This design comes from an exercise in tuning for a short achievable clock period and few clock cycles on the open sky130 flow, not from production work. In this exercise RTL edits were held to simulation tests only and were not proved equivalent to the original. Power is estimated from default activity; no workload was simulated.

### flow/design.v
package mips_pkg;
  typedef enum logic [2:0] {
    ALU_ADD = 3'd0,
    ALU_SUB = 3'd1,
    ALU_AND = 3'd2,
    ALU_OR  = 3'd3,
    ALU_SLT = 3'd4
  } alu_op_t;
  typedef struct packed {
    alu_op_t    alu_op;
    logic       use_imm;     
    logic       zero_ext;    
    logic       upper_imm;   
    logic       uses_rs;     
    logic       uses_rt;     
    logic       is_load;     
    logic       is_store;
    logic       reg_write;   
    logic [4:0] dest;
    logic       is_beq;
    logic       is_bne;
    logic       is_jump;
    logic       is_jr;
  } ctrl_t;
endpackage
`timescale 1ns/100ps
module mips_sequencer #(
  parameter int LGN = 3,
  parameter int CW  = 4,     
  parameter int TW  = 12,    
  parameter int DW  = 14     
) (
  input  logic        clk,
  input  logic        reset,
  input  logic [29:0] fpc,
  output logic        hit,      
  output logic [29:0] tgt,
  input  logic        upd,        
  input  logic [29:0] upd_pc,
  input  logic        upd_taken,
  input  logic [29:0] upd_tgt
);
  localparam int N = 1 << LGN;
  logic [N-1:0]   valid, tv;
  logic [TW-1:0]  tag  [N];
  logic [DW-1:0]  dest [N];
  logic [DW-1:0]  dsel;
  logic [CW-1:0]  cnt  [N];
  logic [CW-1:0]  trip [N];
  logic [LGN-1:0] rr;
  logic [N-1:0] lhit, uhit;
  logic         dz;
  assign dz = (upd_tgt[DW-1:0] == '0);
  always_comb begin
    hit = 1'b0;
    dsel = '0;
    for (int i = 0; i < N; i++) begin
      lhit[i] = valid[i] && (tag[i] == fpc[TW-1:0]);
      uhit[i] = valid[i] && (tag[i] == upd_pc[TW-1:0]);
      hit     = hit | (lhit[i] && !(tv[i] && cnt[i] == trip[i]));
      dsel    = dsel | (lhit[i] ? dest[i] : '0);
    end
  end
  assign tgt = {fpc[29:DW], dsel};
  always_ff @(posedge clk) begin
    if (reset) begin
      valid <= '0;
      rr    <= '0;
    end else if (upd) begin
      if (|uhit) begin
        for (int i = 0; i < N; i++) if (uhit[i]) begin
          if (upd_taken && !dz) begin
            dest[i] <= upd_tgt[DW-1:0];
            if (cnt[i] != '1) cnt[i] <= cnt[i] + 1'b1;
          end else if (upd_taken) begin
            valid[i] <= 1'b0;
          end else begin
            trip[i] <= cnt[i];
            tv[i]   <= 1'b1;
            cnt[i]  <= '0;
          end
        end
      end else if (upd_taken && !dz) begin
        valid[rr] <= 1'b1;
        tv[rr]    <= 1'b0;
        cnt[rr]   <= 1;
        tag[rr]   <= upd_pc[TW-1:0];
        dest[rr]  <= upd_tgt[DW-1:0];
        rr        <= rr + 1'b1;
      end
    end
  end
endmodule
`timescale 1ns/100ps
module mips_bus_unit (
  input  logic                    clk,
  input  logic                    reset,
  input  logic                    adv,         
  input  logic                    n_read,
  input  logic                    n_write,
  input  logic [32-1:0]   n_addr,
  input  logic [32-1:0]   n_wdata,
  output logic [32-1:0]   address,
  output logic [32-1:0]   writedata,
  output logic                    read,
  output logic                    write,
  output logic [32/8-1:0] byteenable
);
  always_ff @(posedge clk) begin
    if (reset) begin
      read    <= 1'b1;                  
      write   <= 1'b0;
      address <= 32'hBFC0_0000;
    end else if (adv) begin
      read    <= n_read;
      write   <= n_write;
      address <= n_addr;
    end
  end
  always_ff @(posedge clk) begin
    if (reset)
      writedata <= '0;
    else if (adv)
      writedata <= n_wdata;
  end
  assign byteenable = '1;   
endmodule
module mips_icache #(
  parameter int LG = 6,    
  parameter int TW = 8     
) (
  input  logic        clk,
  input  logic        reset,
  input  logic [29:0] pc,       
  output logic        hit,
  output logic [31:0] data,
  input  logic        fill,     
  input  logic [29:0] fill_pc,
  input  logic [31:0] fill_data
);
  localparam int N  = 1 << LG;
  localparam int RW = 30 - LG - TW;
  logic [N-1:0]    valid;
  logic [TW-1:0]   tag  [N];
  logic [31:0]     word [N];
  logic [RW-1:0]   region;
  logic [LG-1:0]   idx, fidx;
  logic            same, fsame;
  assign idx  = pc[LG-1:0];
  assign same  = (region == pc[29:LG+TW]);
  assign fsame = (region == fill_pc[29:LG+TW]);
  assign fidx  = fill_pc[LG-1:0];
  assign hit  = valid[idx] && (tag[idx] == pc[LG+TW-1:LG]) && same;
  assign data = word[idx];
  always_ff @(posedge clk) begin
    if (reset) begin
      valid  <= '0;
      region <= '0;
    end else if (fill) begin
      if (!fsame) begin
        valid  <= '0;
        region <= fill_pc[29:LG+TW];
      end
      valid[fidx] <= 1'b1;
    end
  end
  always_ff @(posedge clk) begin
    if (fill) begin
      tag[fidx]  <= fill_pc[LG+TW-1:LG];
      word[fidx] <= fill_data;
    end
  end
endmodule
`timescale 1ns/100ps
module mips_decoder (
  input  logic [31:0]     instr,
  output mips_pkg::ctrl_t ctrl
);
  logic [5:0] opcode, funct;
  logic [4:0] rt, rd;
  assign opcode = instr[31:26];
  assign funct  = instr[5:0];
  assign rt     = instr[20:16];
  assign rd     = instr[15:11];
  always_comb begin
    ctrl        = '0;   
    ctrl.alu_op = mips_pkg::ALU_ADD;
    case (opcode)
      6'h00: begin
        case (funct)
          6'h21: begin ctrl.reg_write = 1'b1; ctrl.uses_rs = 1'b1; ctrl.uses_rt = 1'b1; end
          6'h23: begin ctrl.reg_write = 1'b1; ctrl.uses_rs = 1'b1; ctrl.uses_rt = 1'b1; ctrl.alu_op = mips_pkg::ALU_SUB; end
          6'h24: begin ctrl.reg_write = 1'b1; ctrl.uses_rs = 1'b1; ctrl.uses_rt = 1'b1; ctrl.alu_op = mips_pkg::ALU_AND; end
          6'h25: begin ctrl.reg_write = 1'b1; ctrl.uses_rs = 1'b1; ctrl.uses_rt = 1'b1; ctrl.alu_op = mips_pkg::ALU_OR;  end
          6'h2A: begin ctrl.reg_write = 1'b1; ctrl.uses_rs = 1'b1; ctrl.uses_rt = 1'b1; ctrl.alu_op = mips_pkg::ALU_SLT; end
          6'h08: begin ctrl.is_jr = 1'b1; ctrl.uses_rs = 1'b1; end
          default: ;
        endcase
        ctrl.dest = rd;
      end
      6'h02: ctrl.is_jump = 1'b1;
      6'h04: begin ctrl.is_beq = 1'b1; ctrl.uses_rs = 1'b1; ctrl.uses_rt = 1'b1; end
      6'h05: begin ctrl.is_bne = 1'b1; ctrl.uses_rs = 1'b1; ctrl.uses_rt = 1'b1; end
      6'h09: begin ctrl.use_imm = 1'b1; ctrl.reg_write = 1'b1; ctrl.uses_rs = 1'b1; end
      6'h0D: begin ctrl.use_imm = 1'b1; ctrl.reg_write = 1'b1; ctrl.uses_rs = 1'b1;
                   ctrl.zero_ext = 1'b1; ctrl.alu_op = mips_pkg::ALU_OR; end
      6'h0F: begin ctrl.use_imm = 1'b1; ctrl.reg_write = 1'b1; ctrl.upper_imm = 1'b1; end
      6'h23: begin ctrl.use_imm = 1'b1; ctrl.is_load = 1'b1; ctrl.uses_rs = 1'b1; end
      6'h2B: begin ctrl.use_imm = 1'b1; ctrl.is_store = 1'b1; ctrl.uses_rs = 1'b1; ctrl.uses_rt = 1'b1; end
      default: ;
    endcase
    if (opcode != 6'h00) ctrl.dest = rt;
    if (ctrl.dest == 5'd0) begin
      ctrl.reg_write = 1'b0;
      ctrl.is_load   = 1'b0;
    end
  end
endmodule
`timescale 1ns/100ps
module mips_regfile (
  input  logic                  clk,
  input  logic                  reset,
  input  logic [4:0]            ra,
  input  logic [4:0]            rb,
  output logic [32-1:0] da,
  output logic [32-1:0] db,
  input  logic                  we_e,
  input  logic [4:0]            wi_e,
  input  logic [32-1:0] wd_e,
  input  logic                  we_m,
  input  logic [4:0]            wi_m,
  input  logic [32-1:0] wd_m,
  output logic [32-1:0] register_v0
);
  logic [32-1:0] regs [1:32-1];
  always_ff @(posedge clk) begin
    for (int i = 1; i < 32; i++) begin
      if (reset)
        regs[i] <= '0;
      else if (we_e && wi_e == 5'(i))
        regs[i] <= wd_e;
      else if (we_m && wi_m == 5'(i))
        regs[i] <= wd_m;
    end
  end
  logic [32-1:0] rv [32];   
  always_comb begin
    rv[0] = '0;
    for (int i = 1; i < 32; i++) rv[i] = regs[i];
  end
  assign da          = rv[ra];
  assign db          = rv[rb];
  assign register_v0 = regs[2];
endmodule
`timescale 1ns/100ps
module mips_execute (
  input  mips_pkg::alu_op_t     alu_op,
  input  logic [32-1:0] a,
  input  logic [32-1:0] b,
  input  logic [32-1:0] rt,
  output logic [32-1:0] res,
  output logic [32-1:0] sum,    
  output logic                  eq      
);
  logic [32-1:0] diff;
  assign sum  = a + b;
  assign diff = a - b;
  assign eq   = (a == rt);
  always_comb begin
    case (alu_op)
      mips_pkg::ALU_SUB: res = diff;
      mips_pkg::ALU_AND: res = a & b;
      mips_pkg::ALU_OR:  res = a | b;
      mips_pkg::ALU_SLT: res = {31'd0, $signed(a) < $signed(b)};
      default:           res = sum;
    endcase
  end
endmodule
`timescale 1ns/100ps
module mips_cpu_bus (
  input  logic                  clk,
  input  logic                  reset,
  output logic                  active,
  output logic [32-1:0] register_v0,
  output logic [32-1:0]   address,
  output logic                    write,
  output logic                    read,
  input  logic                    waitrequest,
  output logic [32-1:0]   writedata,
  output logic [32/8-1:0] byteenable,
  input  logic [32-1:0]   readdata
);
  localparam logic [29:0] RESET_PC = 30'(32'hBFC0_0000 >> 2);
  logic        data_q;     
  logic        mload_q;    
  logic [4:0]  m_rt_q;
  logic [29:0] fpc_q;      
  logic        fz_q;       
  logic        active_q;
  logic        d_valid_q;
  logic [31:0] d_ir_q;
  logic [29:0] d_pc_q;
  logic        d_pred_q;   
  logic [29:0] d_ptgt_q;
  logic            e_valid_q;
  mips_pkg::ctrl_t e_c_q;
  logic [31:0]     e_a_q, e_b_q, e_rt_q;
  logic [4:0]      e_rs_q, e_rtx_q;
  logic [29:0]     e_pc_q, e_pc4_q, e_stgt_q, e_ptgt_q;
  logic            e_pred_q, e_stgt_z_q, e_pc4_z_q;
  logic adv, fetching, mload;
  logic        w_we_q;
  logic [4:0]  w_dest_q;
  logic [31:0] w_res_q;
  logic            d_redir, d_stgt_z, d_pc4_z, d_taken;
  logic [29:0]     d_stgt, d_pc4;
  assign adv      = !((read || write) && waitrequest);
  assign fetching = read && !data_q;
  assign mload    = data_q && mload_q;
  assign active   = active_q;
  logic [31:0] e_res, e_sum;
  logic        e_eq;
  mips_execute ex_i (
    .alu_op(e_c_q.alu_op), .a(e_a_q), .b(e_b_q), .rt(e_rt_q),
    .res(e_res), .sum(e_sum), .eq(e_eq)
  );
  logic        e_hazard, e_exec, e_taken, e_tgt_z, e_tgt_ne, e_mispred, redir, redir_z;
  logic        e_mem, e_wen, e_ctl, e_free;
  logic [29:0] e_tgt, redir_pc;
  assign e_hazard  = mload && ((e_c_q.uses_rs && e_rs_q == m_rt_q) ||
                               (e_c_q.uses_rt && e_rtx_q == m_rt_q));
  assign e_exec    = e_valid_q && !e_hazard;
  assign e_free    = !e_valid_q || e_exec;
  assign e_ctl     = e_c_q.is_jump || e_c_q.is_jr || e_c_q.is_beq || e_c_q.is_bne;
  assign e_taken   = e_c_q.is_jump || e_c_q.is_jr ||
                     (e_c_q.is_beq && e_eq) || (e_c_q.is_bne && !e_eq);
  assign e_tgt     = e_c_q.is_jr ? e_a_q[31:2] : e_stgt_q;
  assign e_tgt_z   = e_c_q.is_jr ? (e_a_q[31:2] == '0) : e_stgt_z_q;
  assign e_tgt_ne  = (e_c_q.is_jr ? e_a_q[31:2] : e_stgt_q) != e_ptgt_q;
  assign e_mispred = e_pred_q ? (!e_taken || e_tgt_ne) : e_taken;
  assign redir     = e_exec && e_mispred;
  assign redir_pc  = e_taken ? e_tgt : e_pc4_q;
  assign redir_z   = e_taken ? e_tgt_z : e_pc4_z_q;
  assign e_mem     = e_exec && (e_c_q.is_load || e_c_q.is_store);
  assign e_wen     = e_exec && e_c_q.reg_write;
  logic        p_hit;
  logic [29:0] p_tgt, fnext, fpc_p1;
  logic        fnext_z;
  mips_sequencer #(.LGN(4)) pred_i (
    .clk, .reset,
    .fpc(fpc_q), .hit(p_hit), .tgt(p_tgt),
    .upd(adv && e_exec && e_ctl), .upd_pc(e_pc_q),
    .upd_taken(e_taken && !e_tgt_z), .upd_tgt(e_tgt)
  );
  logic        c_hit, f_take;
  logic [31:0] c_data, f_instr;
  mips_icache #(.LG(6)) ic_i (
    .clk, .reset, .pc(fpc_q), .hit(c_hit), .data(c_data),
    .fill(fl_v_q), .fill_pc(fl_pc_q), .fill_data(fl_data_q)
  );
  logic        fl_v_q;
  logic [29:0] fl_pc_q;
  logic [31:0] fl_data_q;
  always_ff @(posedge clk) begin
    if (reset) fl_v_q <= 1'b0;
    else       fl_v_q <= adv && fetching;
  end
  always_ff @(posedge clk) begin
    fl_pc_q   <= fpc_q;
    fl_data_q <= readdata;
  end
  assign f_take  = fetching || (data_q && c_hit && !fz_q && (!d_valid_q || e_free));
  assign f_instr = fetching ? readdata : c_data;
  assign fpc_p1  = fpc_q + 30'd1;
  assign fnext   = p_hit ? p_tgt : fpc_p1;
  assign fnext_z = !p_hit && (fpc_q == '1);
  logic [29:0] fpc_n;
  logic        fz_n;
  always_comb begin
    if (redir) begin
      fpc_n = redir_pc;
      fz_n  = redir_z;
    end else if (d_redir) begin
      fpc_n = d_taken ? d_stgt : d_pc4;
      fz_n  = d_taken ? d_stgt_z : d_pc4_z;
    end else if (f_take) begin
      fpc_n = fnext;
      fz_n  = fnext_z;
    end else begin
      fpc_n = fpc_q;
      fz_n  = fz_q;
    end
  end
  logic        n_read, n_write, data_n;
  logic [31:0] n_addr;
  always_comb begin
    if (e_mem) begin
      n_read  = e_c_q.is_load;
      n_write = e_c_q.is_store;
      n_addr  = {e_sum[31:2], 2'b00};
      data_n  = 1'b1;
    end else begin
      n_read  = !fz_n;
      n_write = 1'b0;
      n_addr  = {fpc_n, 2'b00};
      data_n  = 1'b0;
    end
  end
  mips_bus_unit bus_i (
    .clk, .reset, .adv,
    .n_read, .n_write, .n_addr, .n_wdata(e_rt_q),
    .address, .writedata, .read, .write, .byteenable
  );
  mips_pkg::ctrl_t dc;
  logic [31:0]     rf_a, rf_b, rs_v, rt_v, imm_ext;
  logic [4:0]      d_rs, d_rt;
  logic [15:0]     d_imm;
  logic [29:0]     d_brt, d_jt, d_sxi, d_pc4_q;
  logic            d_sbr;
  assign d_rs  = d_ir_q[25:21];
  assign d_rt  = d_ir_q[20:16];
  assign d_imm = d_ir_q[15:0];
  mips_decoder dec_i (.instr(d_ir_q), .ctrl(dc));
  mips_regfile rf_i (
    .clk, .reset,
    .ra(d_rs), .rb(d_rt), .da(rf_a), .db(rf_b),
    .we_e(adv && w_we_q), .wi_e(w_dest_q), .wd_e(w_res_q),
    .we_m(adv && mload), .wi_m(m_rt_q), .wd_m(readdata),
    .register_v0
  );
  always_comb begin
    if (e_wen && e_c_q.dest == d_rs)        rs_v = e_res;
    else if (w_we_q && w_dest_q == d_rs)    rs_v = w_res_q;
    else if (mload && m_rt_q == d_rs)       rs_v = readdata;
    else                                    rs_v = rf_a;
    if (e_wen && e_c_q.dest == d_rt)        rt_v = e_res;
    else if (w_we_q && w_dest_q == d_rt)    rt_v = w_res_q;
    else if (mload && m_rt_q == d_rt)       rt_v = readdata;
    else                                    rt_v = rf_b;
  end
  assign imm_ext = dc.upper_imm ? {d_imm, 16'h0000} :
                   dc.zero_ext  ? {16'h0000, d_imm} : {{16{d_imm[15]}}, d_imm};
  assign d_pc4   = d_pc4_q;
  assign d_sxi   = {{14{d_imm[15]}}, d_imm};
  assign d_brt   = d_pc4 + d_sxi;
  assign d_jt    = {d_pc4[29:26], d_ir_q[25:0]};
  assign d_stgt  = dc.is_jump ? d_jt : d_brt;
  assign d_stgt_z = dc.is_jump ? (d_jt == '0)
                               : ((d_pc4 ^ d_sxi) == {(d_pc4[28:0] | d_sxi[28:0]), 1'b0});
  assign d_pc4_z  = (d_pc4 == '0);
  logic d_br, e_ld_rs, e_ld_rt, e_al_rs, e_al_rt, m_rs, m_rt;
  logic e_zero, e_zok, d_res, d_eq;
  assign d_br    = dc.is_beq || dc.is_bne;
  assign e_ld_rs = e_valid_q && e_c_q.is_load && e_c_q.dest == d_rs;
  assign e_ld_rt = e_valid_q && e_c_q.is_load && e_c_q.dest == d_rt;
  assign e_al_rs = e_wen && e_c_q.dest == d_rs;
  assign e_al_rt = e_wen && e_c_q.dest == d_rt;
  assign m_rs    = mload && m_rt_q == d_rs;
  assign m_rt    = mload && m_rt_q == d_rt;
  always_comb begin
    e_zok = 1'b1;
    case (e_c_q.alu_op)
      mips_pkg::ALU_SUB: e_zero = (e_a_q == e_b_q);
      mips_pkg::ALU_AND: e_zero = ((e_a_q & e_b_q) == '0);
      mips_pkg::ALU_OR:  e_zero = ((e_a_q | e_b_q) == '0);
      mips_pkg::ALU_ADD: e_zero = ((e_a_q ^ e_b_q) == {(e_a_q[30:0] | e_b_q[30:0]), 1'b0});
      default: begin e_zero = 1'b0; e_zok = 1'b0; end
    endcase
  end
  always_comb begin
    d_res = 1'b0;
    d_eq  = 1'b0;
    if (!(e_ld_rs || e_ld_rt || m_rs || m_rt)) begin
      if (d_rs == d_rt) begin
        d_res = 1'b1;
        d_eq  = 1'b1;
      end else if (e_al_rs && e_al_rt) begin
        d_res = 1'b1;
        d_eq  = 1'b1;
      end else if ((e_al_rs && d_rt == 5'd0) || (e_al_rt && d_rs == 5'd0)) begin
        d_res = e_zok;
        d_eq  = e_zero;
      end
    end
  end
  assign d_taken = d_br ? (d_res ? (dc.is_beq == d_eq) : (d_pred_q || d_imm[15] || (dc.is_beq && d_rs == d_rt)))
                        : (dc.is_jump || d_pred_q);
  assign d_sbr   = d_br ? (d_taken != d_pred_q) : (dc.is_jump && !d_pred_q);
  assign d_redir = d_valid_q && d_sbr && e_free && !redir;
  logic d_valid_n, e_valid_n;
  assign d_valid_n = !redir && !d_redir && (f_take || (d_valid_q && !e_free));
  assign e_valid_n = !redir && (e_free ? d_valid_q : e_valid_q);
  always_ff @(posedge clk) begin
    if (reset) begin
      data_q    <= 1'b0;
      mload_q   <= 1'b0;
      fpc_q     <= RESET_PC;
      fz_q      <= 1'b0;
      active_q  <= 1'b1;
      d_valid_q <= 1'b0;
      e_valid_q <= 1'b0;
      w_we_q    <= 1'b0;
    end else if (adv) begin
      data_q   <= data_n;
      mload_q  <= e_mem && e_c_q.is_load;
      fpc_q    <= fpc_n;
      fz_q     <= fz_n;
      d_valid_q <= d_valid_n;
      e_valid_q <= e_valid_n;
      active_q <= data_n || !fz_n || d_valid_n || e_valid_n || e_wen;
      w_we_q   <= e_wen;
    end
  end
  always_ff @(posedge clk) begin
    if (adv) begin
      if (e_mem) m_rt_q <= e_c_q.dest;
      w_dest_q <= e_c_q.dest;
      w_res_q  <= e_res;
      if (!d_valid_q || e_free) begin
        d_pc_q   <= fpc_q;
        d_pc4_q  <= fpc_p1;
        d_pred_q <= p_hit;
        d_ptgt_q <= p_tgt;
      end
      if (e_free) begin
        e_c_q       <= dc;
        e_rs_q      <= d_rs;
        e_rtx_q     <= d_rt;
        e_pc_q      <= d_pc_q;
        e_pc4_q     <= d_pc4;
        e_stgt_q    <= d_stgt;
        e_stgt_z_q  <= d_stgt_z;
        e_pc4_z_q   <= d_pc4_z;
        e_pred_q    <= d_redir ? d_taken : d_pred_q;
        e_ptgt_q    <= d_redir ? d_stgt : d_ptgt_q;
      end
    end
  end
  always_ff @(posedge clk) begin
    if (reset) begin
      d_ir_q <= '0;
      e_a_q  <= '0;
      e_b_q  <= '0;
      e_rt_q <= '0;
    end else if (adv) begin
      if (!d_valid_q || e_free)
        d_ir_q <= f_instr;
      if (e_free) begin
        e_a_q  <= dc.upper_imm ? '0 : rs_v;
        e_b_q  <= dc.use_imm ? imm_ext : rt_v;
        e_rt_q <= rt_v;
      end else if (mload) begin
        if (e_c_q.uses_rs && e_rs_q == m_rt_q) e_a_q  <= readdata;
        if (!e_c_q.use_imm && e_rtx_q == m_rt_q) e_b_q <= readdata;
        if (e_rtx_q == m_rt_q)                   e_rt_q <= readdata;
      end
    end
  end
endmodule
### flow/run.sh
#!/bin/bash
# synth_recipe.tcl (not shown) runs the flow's synth.tcl, then flattens the netlist and writes it again
# the make line also repeats each setting of config.mk as NAME=value (left out here)
make -C /OpenROAD-flow-scripts/flow DESIGN_CONFIG=/design/flow/config.mk WORK_HOME=/design/flow/orfs CLKGATE_MAP_FILE= SYNTH_SCRIPT=/design/flow/synth_recipe.tcl finish
### flow/config.mk
export PLATFORM = sky130hd
export DESIGN_NAME = mips_cpu_bus
export DESIGN_NICKNAME = mips_cpu_bus
export VERILOG_FILES = /design/flow/design.v
export SDC_FILE = /design/flow/constraint.sdc
export NUM_CORES = 4
export LEC_CHECK = 0
export ABC_CLOCK_PERIOD_IN_PS = 3500
export CAP_MARGIN = 20
export CELL_PAD_IN_SITES_DETAIL_PLACEMENT = 2
export CELL_PAD_IN_SITES_GLOBAL_PLACEMENT = 2
export CORE_MARGIN = 2
export CORE_UTILIZATION = 30
export SETUP_SLACK_MARGIN = 5
export SLEW_MARGIN = 20
export TNS_END_PERCENT = 40
### flow/constraint.sdc
create_clock -name core_clock -period 12.0 [get_ports {clk}]
set_input_delay 2.4000 -clock core_clock [delete_from_list [all_inputs] [get_ports {clk}]]
set_output_delay 2.4000 -clock core_clock [all_outputs]
set_load 0.01 [all_outputs]
==> notes.md <==
## sequential cells by signal, summed over array words and instances, names as in the netlist, 64 cells and up, named ones only
register,count
ic_i.tag,512
ic_i.valid,64
ic_i.word,2048
pred_i.cnt,64
pred_i.dest,224
pred_i.tag,192
pred_i.trip,64
rf_i.regs,992
## cell usage in the layout (no fill, tap or decap), types with 94 or more instances in the layout
cell type / count
ha_1: 213
mux4_2: 782
nand2_1: 931
a211oi_1: 1058
clkbuf_1: 139
xor2_1: 283
a21oi_1: 384
nand4_1: 242
clkdlybuf4s50_1: 98
nor2_1: 1617
nor4_1: 107
edfxtp_1: 3304
inv_1: 226
nor3_1: 190
dfxtp_1: 1405
a31oi_1: 105
nand3_1: 260
buf_4: 571
a22oi_1: 966
xnor2_1: 504
clkbuf_16: 587
mux2i_1: 1127
nor2_4: 109
a221oi_1: 100
o21ai_0: 266
o211ai_1: 94
## path summary, 6_finish.rpt
check | end | startpoint | slack [ns] | depth (start not counted)
worst max-delay path | bus_i.address[14] | flip-flop | 5.56 | 14
worst min-delay path | e_pc_q[3] | d_pc_q[3] | 0.41 | 0
worst max register to register | bus_i.address[14] | flip-flop | 5.56 | 14
worst min register to register | e_pc_q[3] | d_pc_q[3] | 0.41 | 0
## per-stage QoR
step,worst slack (ns),total power [mW],hold slack [ns],instance area [um2],util
6_report,5.56,40.5,0.413,249000,0.347
5_1_grt,5.10,41.4,0.424,249000,0.347
4_1_cts,5.39,40.6,0.417,249000,0.346
3_5_place_dp,5.00,23.0,0.406,230000,0.320
3_3_place_gp,4.80,23.0,0.401,230000,0.320
2_1_floorplan,5.54,21.0,0.342,216000,-
## per-layer routing
layer / global-route usage / share of wire / vias to the layer above
li1: - / - / 64500
met1: 0.386 / 0.41 / 87900
met2: 0.453 / 0.45 / 8961
met3: 0.0577 / 0.084 / 2325
met4: 0.135 / 0.056 / 38
met5: 0 / 0.00026 / -
## worst max-delay path, cell delays in order (launching register included)
cell	delay, ns
dfxtp_4	0.79
buf_6	0.66
buf_4	0.77
mux4_2	0.60
mux2i_1	0.23
o211ai_1	0.12
o21ai_0	0.66
xor2_1	0.19
nand4_1	0.37
o31ai_2	0.36
buf_4	0.33
mux2_2	0.21
mux2i_1	0.08
o21ai_0	0.61
nand2_1	0.10
## kinds of logic after synthesis
family / count (synthesis)
other: 2
buffers and inverters: 1716
AND/OR/NAND/NOR: 3853
multiplexers: 1949
flip-flops: 4758
XOR/XNOR: 787
adder cells (fa/ha/maj): 216
AO/OA/AOI/OAI: 3528
## layout make-up
class                   instances  area, um2  area share
flip-flops and latches       4758     128000       0.516
clock buffers                 793      16100      0.0648
well taps                    9546      11900      0.0480
clock inverters               237       2490      0.0100
diodes                         50        125    0.000502
inverters                     234        896     0.00360
multi-input cells           10300      83000       0.333
repair buffers                727       5930      0.0238
## power groups by stage
| stage | Combinational, mW | Clock, mW | Sequential (mW) |
|---|---|---|---|
| after floorplan | 2.59 | 0 | 18.4 |
| after global placement | 4.40 | 0 | 18.6 |
| after detailed placement | 4.45 | 0 | 18.6 |
| after CTS | 4.48 | 17.9 | 18.2 |
| after global routing | 4.71 | 18.5 | 18.2 |
| final | 4.55 | 17.7 | 18.2 |
## what timing repair did
| action | CTS | global route |
|---|---|---|
| setup buffers | 0 | 0 |
| resized for setup | 0 | 1 |
| endpoints found under the setup margin | 0 | 20 |
==> results.tsv <==
metric	value	unit
status	no timing/DRC/antenna violations	
synth.most_common_cell	edfxtp_1	
p_leak	86.6	nW
yosysSeqAreaShare	0.593	
p_switching	11.0	mW
internal-power	29.5	mW
syn_to_final_growth	15.1	%
ys_async_sr_fraction	0	
tightestPinTransition	1.31	ns
io_pins	138	
port_buffers	131	
grt_max_degree	170	
postSynthAreaPerCell	12.9	um2
fillers	73800	
synthMuxAreaShare	0.136	
setup_viol	0	
power.share.clock	0.437	
combPwrFrac	0.112	
synth_edf_count	3304	
cts_tree	yes	
cp.arrival	7.37	ns
die_y	853	um
rsz0062_at_grt	no	
routed_wl	1090	mm
gp_congestion	0.895	
first_global_vias	166000	
holdBufCountCts	0	
yosysUniqueCellTypes	97	
switching_share	0.272	
drtAntennaViolNets	0	
pwr-share-seq	0.450	
synth_xor_area_frac	0.0319	
netlist_top_cells_area	edfxtp_1 (46%), dfxtp_1 (13%), mux4_2 (8.1%), mux2i_1 (5.2%), a211oi_1 (3.7%)	
synth_commonest_cells	edfxtp_1 (3304), nor2_1 (1734), dfxtp_1 (1454), clkbuf_1 (1174), mux2i_1 (1127)	
path_clk_slew	0.06	ns
htree_levels	6	
core_area	718000	um2
clk_latency	1.14	ns
wl_per_cell	40.8	um
drv_cap	0	
synth_compound_area_frac	0.118	
remaining_drc_errors	0	
placedCellCount	25600	
hold_viol	0	
num-nets-final	16900	
synth_warnings	10	
required	12.93	ns
netlist_area	216000	um2
startpoint_type	flip-flop	
die_area	728000	um2
drt_iter0_markers	21700	
drt-pass1-iter-count	9	
cts-root-buf	clkbuf_16	
crit_path_end_kind	flip-flop	
antenna_found_initial	114	
fmax	0.155	GHz
synth_seq_cells	4758	
cts_buffer_depth	4	
max_slew_margin	0.128	
cts_buffers	569	
period_minus_slack	6.44	ns
num_vias	164000	
holdCritPathClass	flip-flop to flip-flop	
peakVddDrop	172	uV
vias_per_cell	6.14	
dpl.hpwl	662	mm
yosysTopAreaCell	edfxtp_1	
final_cells	26700	
grt_remaining_overflow	0	
power_density	162	nW/um2
synth_cells	16800	
drive_gt1_frac	0.154	
skew	0.0888	ns
synth_top_family_by_area	multiplexers	
finalCritPeriodShare	0.536	
track_usage	0.289	
synth_fa_ha_area_frac	0.0126	
slew_violations	0	
cts.sinks	4758	
core.rowCount	311	
grt_pass1_wl	1470	mm
tns	0	ns
start_util	0.301	
yosys.area.top_type_share	0.459	
synth-main-ff-cell	edfxtp_1	
worst-setup-path-type	flip-flop to flip-flop	
critPathMaxFanout	45	
die_x	853	um
synth-simple-area-share	0.0778	
Testbench counts, summed over its fixed seeds: cycles 69,193.

static timing again, ports no longer ideal:
Ports are ideal in the flow. The routed layout listed here was re-timed in OpenROAD. Step 1 sets driving cells, clkbuf_16 on the clock port and buf_2 on the other inputs (assumed; they add their load-dependent delay and slew). Step 2 adds t to the input delays and takes it off the output delays; t is the mean of the earliest and latest rising clock arrival at the registers after step 1. Input paths then give back, and output paths get back, about the clock's delay inside the block. a / b / c = ideal / step 1 / step 2; a / b = the first two.
shift t [ns]: 1.228
setup WS [ns]: 5.563 / 5.563 / 5.150
clock arrival spread, ns: 0.102 / 0.102
After both steps setup and hold are still met in this run. For this run, drivers alone change the setup slack by 0.000 ns; drivers and shift together by -0.413 ns.
